Context: an optimization exercise on an open-source flow, tuned for small area. The choices shown serve that exercise and are no tape-out recipe.
Function was checked by simulation only, so behaviour that the tests miss may differ from the original.

==> run D: inputs <==
==> flow/design.v <==
`timescale 1ns/1ps
`default_nettype none
module cmd_regs #(
	parameter int NUM_CH = 4
) (
	input  logic                  i_sysclk,
	input  logic                  i_phy_rst_n,
	input  logic                  i_cmd_valid,
	input  logic [31:0]           i_cmd,		 
	output logic                  o_sync_on,
	output logic [NUM_CH*85-1:0]  o_cfg,
	output logic [NUM_CH-1:0]     o_pdwn,
	output logic [2:0]            o_hv
);
	localparam logic [4:0] OP_ZND_DELAY  = 5'd1;
	localparam logic [4:0] OP_PULSE_W    = 5'd2;
	localparam logic [4:0] OP_DATA_DELAY = 5'd3;
	localparam logic [4:0] OP_SMAX       = 5'd4;
	localparam logic [4:0] OP_WORDS      = 5'd5;
	localparam logic [4:0] OP_OFFSET     = 5'd6;
	localparam logic [4:0] OP_POWER      = 5'd7;
	localparam logic [4:0] OP_SYNC       = 5'd16;
	logic [4:0]  op;
	logic [1:0]  ch;
	logic [23:0] arg;
	logic [23:0] arg_m1;	 
	logic [23:0] arg_neg;	 
	logic        nz24;		 
	logic        nz8;		 
	logic        cmd_set;
	assign op      = i_cmd[30:26];
	assign ch      = i_cmd[25:24];
	assign arg     = i_cmd[23:0];
	assign cmd_set = i_cmd_valid && i_cmd[31];
	logic [24:0] brw;
	assign brw[0] = 1'b1;
	for (genvar k = 0; k < 24; k++)
	begin : g_brw
		assign brw[k+1]  = brw[k] & !arg[k];
		assign arg_m1[k] = arg[k] ^ brw[k];
	end
	assign arg_neg = ~arg_m1;
	assign nz8     = !brw[8];
	assign nz24    = !brw[24];
	always_ff @(posedge i_sysclk or negedge i_phy_rst_n)
	begin
		if (!i_phy_rst_n)
		begin
			o_pdwn    <= '0;
			o_hv      <= '0;
			o_sync_on <= 1'b0;
		end
		else if (cmd_set)
		begin
			if (op == OP_POWER)
			begin
				o_pdwn <= arg[NUM_CH-1:0];
				o_hv   <= arg[4 +: 3];
			end
			if (op == OP_SYNC)
				o_sync_on <= arg[0];
		end
	end
	for (genvar i = 0; i < NUM_CH; i++)
	begin : g_ch
		logic sel;
		assign sel = cmd_set && (ch == 2'(i));
		always_ff @(posedge i_sysclk or negedge i_phy_rst_n)
		begin
			if (!i_phy_rst_n)
			begin
				o_cfg[i*85+60] <= 1'b0;
				o_cfg[i*85+51] <= 1'b0;
				o_cfg[i*85+26] <= 1'b0;
				o_cfg[i*85+17] <= 1'b0;
				o_cfg[i*85+8]  <= 1'b0;
				o_cfg[i*85+0 +: 8] <= '0;
			end
			else if (sel)
			begin
				if (op == OP_ZND_DELAY)  o_cfg[i*85+60] <= nz24;
				if (op == OP_PULSE_W)    o_cfg[i*85+51] <= nz8;
				if (op == OP_DATA_DELAY) o_cfg[i*85+26] <= nz24;
				if (op == OP_SMAX)       o_cfg[i*85+17] <= nz8;
				if (op == OP_WORDS)      o_cfg[i*85+8]  <= nz8;
				if (op == OP_OFFSET)     o_cfg[i*85+0 +: 8] <= arg[7:0];
			end
		end
		always_ff @(posedge i_sysclk)
		begin
			if (sel)
			begin
				if (op == OP_ZND_DELAY)  o_cfg[i*85+61 +: 24] <= arg_neg;
				if (op == OP_PULSE_W)    o_cfg[i*85+52 +: 8]  <= arg_neg[7:0];
				if (op == OP_DATA_DELAY) o_cfg[i*85+27 +: 24] <= arg_neg;
				if (op == OP_SMAX)       o_cfg[i*85+18 +: 8]  <= arg_m1[7:0];
				if (op == OP_WORDS)      o_cfg[i*85+9 +: 8]   <= arg_m1[7:0];
			end
		end
	end
endmodule
`default_nettype wire
`timescale 1ns/1ps
`default_nettype none
module sync_gen #(
	parameter int SYNC_BIT = 20	 
) (
	input  logic i_sysclk,
	input  logic i_phy_rst_n,
	input  logic i_sync_on,
	output logic o_msync_n,		 
	output logic o_sync_stb		 
);
	logic [SYNC_BIT:0] cnt_q;		 
	logic              msync_d;		 
	logic [SYNC_BIT+1:0] cry;		 
	assign cry[0] = 1'b1;
	for (genvar k = 0; k <= SYNC_BIT; k++)
	begin : g_cry
		assign cry[k+1] = cry[k] & cnt_q[k];
	end
	assign o_msync_n = i_sync_on ? cnt_q[SYNC_BIT] : 1'b1;
	always_ff @(posedge i_sysclk or negedge i_phy_rst_n)
	begin
		if (!i_phy_rst_n)
			cnt_q <= '0;
		else
			cnt_q <= cnt_q ^ cry[SYNC_BIT:0];
	end
	always_ff @(posedge i_sysclk)
	begin
		msync_d    <= o_msync_n;
		o_sync_stb <= msync_d & ~o_msync_n;	 
	end
endmodule
`default_nettype wire
`timescale 1ns/1ps
`default_nettype none
module znd_chan (
	input  logic        i_sysclk,
	input  logic        i_phy_rst_n,
	input  logic        i_sync_stb,
	input  logic [84:0] i_cfg,		 
	input  logic        i_pdwn,		 
	output logic        o_imp_a,
	output logic        o_imp_b_n,
	output logic        o_imp_c,
	output logic        o_imp_d_n,
	output logic        o_enz_n
);
	logic [23:0] zd_n;		 
	logic        zd_nz;
	logic [7:0]  pw_n;		 
	logic        pw_nz;
	logic        wait_q;	 
	logic        pulse_q;	 
	logic [23:0] dly_q;		 
	logic [7:0]  wid_q;		 
	logic [24:0] dly_b;		 
	logic [8:0]  wid_b;		 
	assign zd_n  = i_cfg[84:61];
	assign zd_nz = i_cfg[60];
	assign pw_n  = i_cfg[59:52];
	assign pw_nz = i_cfg[51];
	assign dly_b[0] = 1'b1;
	for (genvar k = 0; k < 24; k++)
	begin : g_dly
		assign dly_b[k+1] = dly_b[k] & dly_q[k];
	end
	assign wid_b[0] = pulse_q;
	for (genvar k = 0; k < 8; k++)
	begin : g_wid
		assign wid_b[k+1] = wid_b[k] & wid_q[k];
	end
	always_ff @(posedge i_sysclk or negedge i_phy_rst_n)
	begin
		if (!i_phy_rst_n)
		begin
			wait_q  <= 1'b0;
			pulse_q <= 1'b0;
		end
		else if (i_pdwn || (i_sync_stb && !pw_nz))
		begin
			wait_q  <= 1'b0;
			pulse_q <= 1'b0;
		end
		else if (i_sync_stb)
		begin
			wait_q  <= zd_nz;
			pulse_q <= !zd_nz;
		end
		else if (wait_q)
		begin
			if (dly_b[24])	 
			begin
				wait_q  <= 1'b0;
				pulse_q <= 1'b1;
			end
		end
		else if (wid_b[8])	 
			pulse_q <= 1'b0;
	end
	always_ff @(posedge i_sysclk)
	begin
		if (i_sync_stb)
		begin
			dly_q <= zd_n;
			wid_q <= pw_n;
		end
		else
		begin
			dly_q <= dly_q ^ dly_b[23:0];
			wid_q <= wid_q ^ wid_b[7:0];
		end
	end
	assign o_imp_a   = pulse_q;
	assign o_imp_c   = pulse_q;
	assign o_imp_b_n = !pulse_q;
	assign o_imp_d_n = !pulse_q;
	assign o_enz_n   = !pulse_q;
endmodule
`default_nettype wire
`timescale 1ns/1ps
`default_nettype none
module acq_chan (
	input  logic        i_sysclk,
	input  logic        i_phy_rst_n,
	input  logic        i_sync_stb,
	input  logic [84:0] i_cfg,		 
	input  logic        i_pdwn,
	input  logic [11:0] i_adc,		 
	output logic        o_valid,	 
	output logic [19:0] o_word,		 
	output logic        o_cmpl,		 
	output logic        o_en,
	output logic        o_doffs,
	output logic        o_soffs_n
);
	logic [23:0] dd_n;		 
	logic        dd_nz;
	logic [7:0]  sm_m1;		 
	logic        sm_nz;
	logic [7:0]  wn_m1;		 
	logic        wn_nz;
	logic [7:0]  offset;
	logic        wait_q;	 
	logic        grp_q;		 
	logic [23:0] cnt_q;
	logic [24:0] cry;		 
	logic [23:0] cry_in;	 
	logic [7:0]  pos;		 
	logic [7:0]  wnum;		 
	logic [7:0]  wnum_inc;	 
	logic [11:0] max_q;		 
	logic [11:0] grp_max;	 
	logic [7:0]  offs;		 
	logic [11:0] diff;		 
	logic        neg;		 
	logic [12:0] gt;		 
	logic        lo_b;		 
	logic [4:0]  hi_b;		 
	logic        run_ok;
	logic        last_smp;
	logic        last_word;
	logic        fire;		 
	assign dd_n   = i_cfg[50:27];
	assign dd_nz  = i_cfg[26];
	assign sm_m1  = i_cfg[25:18];
	assign sm_nz  = i_cfg[17];
	assign wn_m1  = i_cfg[16:9];
	assign wn_nz  = i_cfg[8];
	assign offset = i_cfg[7:0];
	assign pos  = cnt_q[7:0];
	assign wnum = cnt_q[15:8];
	assign cry[0] = 1'b1;
	for (genvar k = 0; k < 24; k++)
	begin : g_cry
		if (k == 8)
		begin : g_mid
			assign cry_in[k] = (cry[k] && !grp_q) || o_valid;
		end
		else
		begin : g_std
			assign cry_in[k] = cry[k];
		end
		assign cry[k+1] = cry_in[k] && cnt_q[k];
	end
	assign wnum_inc = wnum ^ cry_in[15:8];
	assign gt[0] = 1'b0;
	for (genvar k = 0; k < 12; k++)
	begin : g_gt
		assign gt[k+1] = (i_adc[k] & !max_q[k]) | (i_adc[k] & gt[k]) | (!max_q[k] & gt[k]);
	end
	assign offs = last_smp ? offset : 8'd0;
	assign {lo_b, diff[7:0]} = {1'b0, grp_max[7:0]} - {1'b0, offs};
	assign hi_b[0] = lo_b;
	for (genvar k = 0; k < 4; k++)
	begin : g_hi
		assign diff[8+k]  = grp_max[8+k] ^ hi_b[k];
		assign hi_b[k+1] = hi_b[k] & !grp_max[8+k];
	end
	assign neg = hi_b[4];
	assign run_ok    = !i_pdwn && sm_nz && wn_nz;
	assign grp_max   = (pos == '0 || gt[12]) ? i_adc : max_q;	 
	assign last_smp  = (pos == sm_m1);
	assign last_word = (wnum_inc == wn_m1);
	assign fire      = run_ok && !i_sync_stb && grp_q && last_smp;
	always_ff @(posedge i_sysclk or negedge i_phy_rst_n)
	begin
		if (!i_phy_rst_n)
		begin
			wait_q  <= 1'b0;
			grp_q   <= 1'b0;
			o_valid <= 1'b0;
		end
		else
		begin
			o_valid <= fire;
			if (!run_ok)
			begin
				wait_q <= 1'b0;
				grp_q  <= 1'b0;
			end
			else if (i_sync_stb)
			begin
				wait_q <= dd_nz;
				grp_q  <= !dd_nz;
			end
			else if (wait_q)
			begin
				if (cry[24])	 
				begin
					wait_q <= 1'b0;
					grp_q  <= 1'b1;
				end
			end
			else if (fire && last_word)
				grp_q <= 1'b0;
		end
	end
	always_ff @(posedge i_sysclk)
	begin
		if (i_sync_stb)	 
			cnt_q <= {dd_n[23:16], dd_nz ? dd_n[15:0] : 16'd0};
		else
		begin
			cnt_q[23:8] <= cnt_q[23:8] ^ cry_in[23:8];
			cnt_q[7:0]  <= (grp_q && last_smp) ? 8'd0 : (cnt_q[7:0] ^ cry_in[7:0]);
		end
		max_q <= neg ? 12'd0 : diff;	 
	end
	assign o_cmpl    = o_valid && !grp_q;
	assign o_word    = {wnum, max_q};
	assign o_en      = grp_q;
	assign o_doffs   = wait_q;
	assign o_soffs_n = !wait_q;
endmodule
`default_nettype wire
`timescale 1ns/1ps
`default_nettype none
module stick_top #(
	parameter int NUM_CH   = 4,
	parameter int SYNC_BIT = 11
) (
	input  logic                     i_sysclk,
	input  logic                     i_phy_rst_n,
	input  logic                     i_cmd_valid,
	input  logic [31:0]              i_cmd,		 
	input  logic [NUM_CH*12-1:0]     i_adc,
	output logic                     o_msync_n,
	output logic [2:0]               o_hpwon,
	output logic [NUM_CH-1:0]        o_pdwn,
	output logic [NUM_CH-1:0]        o_phase_a,
	output logic [NUM_CH-1:0]        o_phase_b_n,
	output logic [NUM_CH-1:0]        o_phase_c,
	output logic [NUM_CH-1:0]        o_phase_d_n,
	output logic [NUM_CH-1:0]        o_nenz,
	output logic [NUM_CH-1:0]        o_acq_valid,
	output logic [NUM_CH-1:0]        o_acq_cmpl,
	output logic [NUM_CH-1:0]        o_en,
	output logic [NUM_CH-1:0]        o_doffs,
	output logic [NUM_CH-1:0]        o_soffs_n,
	output logic [NUM_CH*20-1:0]     o_acq_word	 
);
	logic [NUM_CH*85-1:0] cfg;		 
	logic                 sync_on;
	logic                 sync_stb;	 
	cmd_regs #(
		.NUM_CH(NUM_CH)
	) u_cmd_regs (
		.i_sysclk    (i_sysclk),
		.i_phy_rst_n (i_phy_rst_n),
		.i_cmd_valid (i_cmd_valid),
		.i_cmd       (i_cmd),
		.o_sync_on   (sync_on),
		.o_cfg       (cfg),
		.o_pdwn      (o_pdwn),
		.o_hv        (o_hpwon)
	);
	sync_gen #(
		.SYNC_BIT(SYNC_BIT)
	) u_sync_gen (
		.i_sysclk    (i_sysclk),
		.i_phy_rst_n (i_phy_rst_n),
		.i_sync_on   (sync_on),
		.o_msync_n   (o_msync_n),
		.o_sync_stb  (sync_stb)
	);
	for (genvar g = 0; g < NUM_CH; g++)
	begin : g_ch
		znd_chan u_znd (
			.i_sysclk    (i_sysclk),
			.i_phy_rst_n (i_phy_rst_n),
			.i_sync_stb  (sync_stb),
			.i_cfg       (cfg[g*85 +: 85]),
			.i_pdwn      (o_pdwn[g]),
			.o_imp_a     (o_phase_a[g]),
			.o_imp_b_n   (o_phase_b_n[g]),
			.o_imp_c     (o_phase_c[g]),
			.o_imp_d_n   (o_phase_d_n[g]),
			.o_enz_n     (o_nenz[g])
		);
		acq_chan u_acq (
			.i_sysclk    (i_sysclk),
			.i_phy_rst_n (i_phy_rst_n),
			.i_sync_stb  (sync_stb),
			.i_cfg       (cfg[g*85 +: 85]),
			.i_pdwn      (o_pdwn[g]),
			.i_adc       (i_adc[g*12 +: 12]),
			.o_valid     (o_acq_valid[g]),
			.o_word      (o_acq_word[g*20 +: 20]),
			.o_cmpl      (o_acq_cmpl[g]),
			.o_en        (o_en[g]),
			.o_doffs     (o_doffs[g]),
			.o_soffs_n   (o_soffs_n[g])
		);
	end
endmodule
`default_nettype wire
==> flow/flow/run.sh <==
#!/bin/bash
# The standard layout, with each port buffered by the smallest buffer
# (sky130_fd_sc_hd__buf_1) in place of the delay buffer buffer_ports picks
# on its own. make's full output goes to finish.log in this folder; the tools'
# own logs are under orfs/logs/.
set -euo pipefail
bash standard.sh finish "BUFFER_PORTS_ARGS=-buffer_cell sky130_fd_sc_hd__buf_1" > finish.log 2>&1
==> flow/standard.sh <==
#!/bin/bash
# synth_recipe.tcl (not shown) runs the flow's synth.tcl, then flattens the netlist and writes it again
# the make line also repeats each setting of config.mk as NAME=value (left out here)
make -C /OpenROAD-flow-scripts/flow DESIGN_CONFIG=/design/flow/config.mk WORK_HOME=/design/flow/orfs CLKGATE_MAP_FILE= SYNTH_SCRIPT=/design/flow/synth_recipe.tcl "${@:-finish}"
==> flow/config.mk <==
export PLATFORM = sky130hd
export DESIGN_NAME = stick_top
export DESIGN_NICKNAME = stick_top
export VERILOG_FILES = /design/flow/design.v
export SDC_FILE = /design/flow/constraint.sdc
export NUM_CORES = 4
export LEC_CHECK = 0
export CAP_MARGIN = 20
export CORE_MARGIN = 2
export CORE_UTILIZATION = 58
export CTS_BUF_LIST = sky130_fd_sc_hd__clkbuf_8
export CTS_CLUSTER_DIAMETER = 60
export CTS_CLUSTER_SIZE = 16
export SLEW_MARGIN = 20
==> flow/constraint.sdc <==
create_clock -name core_clock -period 6.0 [get_ports {i_sysclk}]
set_input_delay 1.2000 -clock core_clock [delete_from_list [all_inputs] [get_ports {i_sysclk}]]
set_output_delay 1.2000 -clock core_clock [all_outputs]
set_load 0.01 [all_outputs]
==> inputs of run B, as changes to run D <==
--- a/flow/design.v
+++ b/flow/design.v
@@ -125,10 +125,13 @@
 		if (!i_phy_rst_n)
-			cnt_q <= '0;
+		begin
+			cnt_q      <= '0;
+			msync_d    <= 1'b1;
+			o_sync_stb <= 1'b0;
+		end
 		else
-			cnt_q <= cnt_q ^ cry[SYNC_BIT:0];
-	end
-	always_ff @(posedge i_sysclk)
-	begin
-		msync_d    <= o_msync_n;
-		o_sync_stb <= msync_d & ~o_msync_n;	 
+		begin
+			cnt_q      <= cnt_q ^ cry[SYNC_BIT:0];
+			msync_d    <= o_msync_n;
+			o_sync_stb <= msync_d & ~o_msync_n;	 
+		end
 	end
@@ -314,2 +317,3 @@
 			o_valid <= 1'b0;
+			o_cmpl  <= 1'b0;
 		end
@@ -318,2 +322,3 @@
 			o_valid <= fire;
+			o_cmpl  <= fire && last_word;
 			if (!run_ok)
@@ -351,3 +356,2 @@
 	end
-	assign o_cmpl    = o_valid && !grp_q;
 	assign o_word    = {wnum, max_q};
Settings changed: CORE_UTILIZATION 58 to 40, CTS_BUF_LIST sky130_fd_sc_hd__clkbuf_8 to unset, CTS_CLUSTER_SIZE 16 to 25.
==> flow_summary.ini <==
[timing]
post-route-min-period_ns = 5.740
timing.clock.skew_ns = 0.02759
slew_headroom = 0.3271

[layout]
antenna_cells = 2
final_cell_count_no_fill = 3279

[pwr]
vdd_ir_drop_max_mv = 0.1776
total_leakage_power_nw = 13.17

[cts]
insertion_delay_ns = 0.61
clk_pin_slew_worst_paths_ns = 0.09

[global_route]
grt_usage = 0.1754

[status]
outcome = finished clean
# the run above: run B

==> flow_summary.ini <==
[cts]
clk_pin_slew_worst_paths_ns = 0.10
insertion_delay_ns = 0.68

[timing]
post-route-min-period_ns = 5.749

[layout]
antenna_cells = 0
final_cell_count_no_fill = 3046

[pwr]
vdd_ir_drop_max_mv = 0.2560
total_leakage_power_nw = 12.66

[status]
outcome = finished clean
# the run above: run D

==> re-timing with driven ports <==
How much do the figures lean on ideal ports? The routed layouts below were timed once more, with nothing changed but the port constraints.
Step 1 sets driving cells, clkbuf_16 on the clock port and buf_2 on the other inputs (assumed; they add their load-dependent delay and slew).
Step 2 moves the port delays by t, midway between the first and last clock arrival at a register: inputs arrive t later, outputs are due t later. That takes back most of the time a late clock gives input paths.
Three values: ideal ports, drivers, drivers and shift; two values: the first two.
run | shift t [ns] | setup slack, ns | worst setup path after step 2 | pins driven straight from the clock port
run D | 0.712 | 0.251 / 0.268 / -0.443 | input to register | 1
run B | 0.652 | 0.260 / 0.287 / -0.365 | input to register | 1
Met with ideal ports but missed after step 2: setup timing in run D and run B. For run D, which loses most, drivers alone change the setup slack by +0.017 ns; drivers and shift together by -0.694 ns.
